From an optimization exercise on the open Yosys and OpenROAD flow, aimed at small area; shortcuts taken in it are not production practice.
Only simulation tests tie the RTL to the original design; equivalence was not proved.
Power figures rest on the tool's default switching activity, not on a simulated workload. No driver is modelled on the clock port, so clocking that relies on it looks cheaper here than on a real chip.

// conv_window_gen
module conv_window_gen #(
  parameter int DATA_WIDTH    = 12,
  parameter int FILTER_WIDTH  = 5,
  parameter int INPUT_WIDTH   = 32,
  parameter int INPUT_HEIGTH  = 32,
  parameter int OUTPUT_WIDTH  = INPUT_WIDTH - FILTER_WIDTH + 1,
  parameter int OUTPUT_HEIGTH = INPUT_HEIGTH - FILTER_WIDTH + 1
) (
  input  logic                                            clk,
  input  logic                                            rst_n,
  input  logic                                            in_valid,
  output logic                                            in_ready,
  input  logic signed [DATA_WIDTH-1:0]                    in_pixel,
  output logic                                            win_valid,
  input  logic                                            win_ready,
  output logic [FILTER_WIDTH*FILTER_WIDTH*DATA_WIDTH-1:0] win_data,
  output logic [$clog2(OUTPUT_HEIGTH)-1:0]                win_row,
  output logic [$clog2(OUTPUT_WIDTH)-1:0]                 win_col,
  output logic                                            frame_done
);
Size in the first run: ~1700 cells after synthesis, roughly 330 I/O pins, roughly 49000 um^2 of cells after synthesis.
==> flow/config.mk <==
export PLATFORM = sky130hd
export DESIGN_NAME = conv_window_gen
export DESIGN_NICKNAME = conv_window_gen
export VERILOG_FILES = /design/flow/design.v
export SDC_FILE = /design/flow/constraint.sdc
export NUM_CORES = 4
export LEC_CHECK = 0
export CAP_MARGIN = 20
export CORE_MARGIN = 2
export CORE_UTILIZATION = 65
export PLACE_DENSITY = 0.75
export SLEW_MARGIN = 20
==> flow/constraint.sdc <==
create_clock -name core_clock -period 8.0 [get_ports {clk}]
set_input_delay 1.6000 -clock core_clock [delete_from_list [all_inputs] [get_ports {clk}]]
set_output_delay 1.6000 -clock core_clock [all_outputs]
set_load 0.01 [all_outputs]
standard.sh (not shown) runs the stock make flow with config.mk's settings and CLKGATE_MAP_FILE= SYNTH_SCRIPT=/design/flow/synth_recipe.tcl, a recipe that flattens the netlist after the stock synthesis.
==> flow/flow/run.sh <==
#!/bin/bash
# Standard ORFS layout with two changes: port buffers use the smallest
# buffer, and CTS builds larger sink clusters without dummy loads.
set -euo pipefail
export BUFFER_PORTS_ARGS="-buffer_cell sky130_fd_sc_hd__buf_1"
export CTS_ARGS="-sink_clustering_enable -repair_clock_nets -dont_use_dummy_load -sink_clustering_size 30 -sink_clustering_max_diameter 100"
bash standard.sh > standard_flow.log 2>&1
The starting point ran to the end with no violations.
==> next run, changes <==
--- a/flow/flow/run.sh
+++ b/flow/flow/run.sh
@@ -6 +6 @@
-export CTS_ARGS="-sink_clustering_enable -repair_clock_nets -dont_use_dummy_load -sink_clustering_size 30 -sink_clustering_max_diameter 100"
+export CTS_ARGS="-sink_clustering_enable -repair_clock_nets -dont_use_dummy_load -sink_clustering_size 16 -sink_clustering_max_diameter 50 -buf_list sky130_fd_sc_hd__clkbuf_8"
The new run finished clean. Synthesized area stays the same. Cell count came out higher by 2.1%. Wire length came out higher by 0.40%. Final area came out higher by 0.34%. Worst setup slack is worse by 45 ps.
==> next run, changes <==
--- a/flow/flow/run.sh
+++ b/flow/flow/run.sh
@@ -6 +6 @@
-export CTS_ARGS="-sink_clustering_enable -repair_clock_nets -dont_use_dummy_load -sink_clustering_size 16 -sink_clustering_max_diameter 50 -buf_list sky130_fd_sc_hd__clkbuf_8"
+export CTS_ARGS="-sink_clustering_enable -repair_clock_nets -dont_use_dummy_load -sink_clustering_size 30 -sink_clustering_max_diameter 100"
--- a/flow/config.mk
+++ b/flow/config.mk
@@ -10,2 +10,2 @@
-export CORE_UTILIZATION = 65
-export PLACE_DENSITY = 0.75
+export CORE_UTILIZATION = 72
+export PLACE_DENSITY = 0.82
After rerunning: Cell count shrinks by 5.1%. Critical path depth goes down by 1. Utilization increases by 7.3 points. Wire length came out higher by 22%. Setup slack gains 29 ps. Cell area came out lower by 0.53%. Global-route usage went up by 5.0 points. First-iteration DRC count came out higher by 29%.
==> next run, changes <==
--- a/flow/config.mk
+++ b/flow/config.mk
@@ -10,2 +10 @@
-export CORE_UTILIZATION = 72
-export PLACE_DENSITY = 0.82
+export CORE_UTILIZATION = 40
Result: Area after synthesis is unchanged; clock-buffer cell count rose by 8; via count fell by 2.5%; global-route usage fell by 9.9 points; routed wire length fell by 13%; register-to-register slack is better by 200 ps; combinational power fell by about 1%; non-clock buffer count rose by 4; setup slack is better by 26 ps; total power rose by 1.6%.

[re-timing with driven ports]
In the flow no input, the clock included, has a driving cell. The finished layouts below were timed again as built, in two steps.
Step 1 assumes that a clkbuf_16 drives the clock port and a buf_2 every other input.
Step 2 times the ports against the registers' clock, not the clock port: input delays grow and output delays shrink by t, the midpoint of the rising clock arrivals with the driver on.
Slacks: ideal / step 1 / step 2; pairs: ideal / step 1.
run | t (ns) | slack for setup (ns) | hold WS [ns] | worst register clock-pin slew, ns
the first run | 0.697 | 4.250 / 4.224 / 3.710 | 0.410 / 0.410 / 0.410 | 0.11 / 0.11
the second run | 0.760 | 4.205 / 4.142 / 3.651 | 0.358 / 0.358 / 0.358 | 0.10 / 0.10
the third run | 0.709 | 4.235 / 4.207 / 3.886 | 0.406 / 0.406 / 0.406 | 0.12 / 0.12
the fourth run | 0.688 | 4.260 / 4.240 / 4.063 | 0.356 / 0.356 / 0.356 | 0.11 / 0.11
After both steps setup and hold are still met in every run listed. For the second run, which loses most, drivers alone change the setup slack by -0.063 ns; drivers and shift together by -0.554 ns.
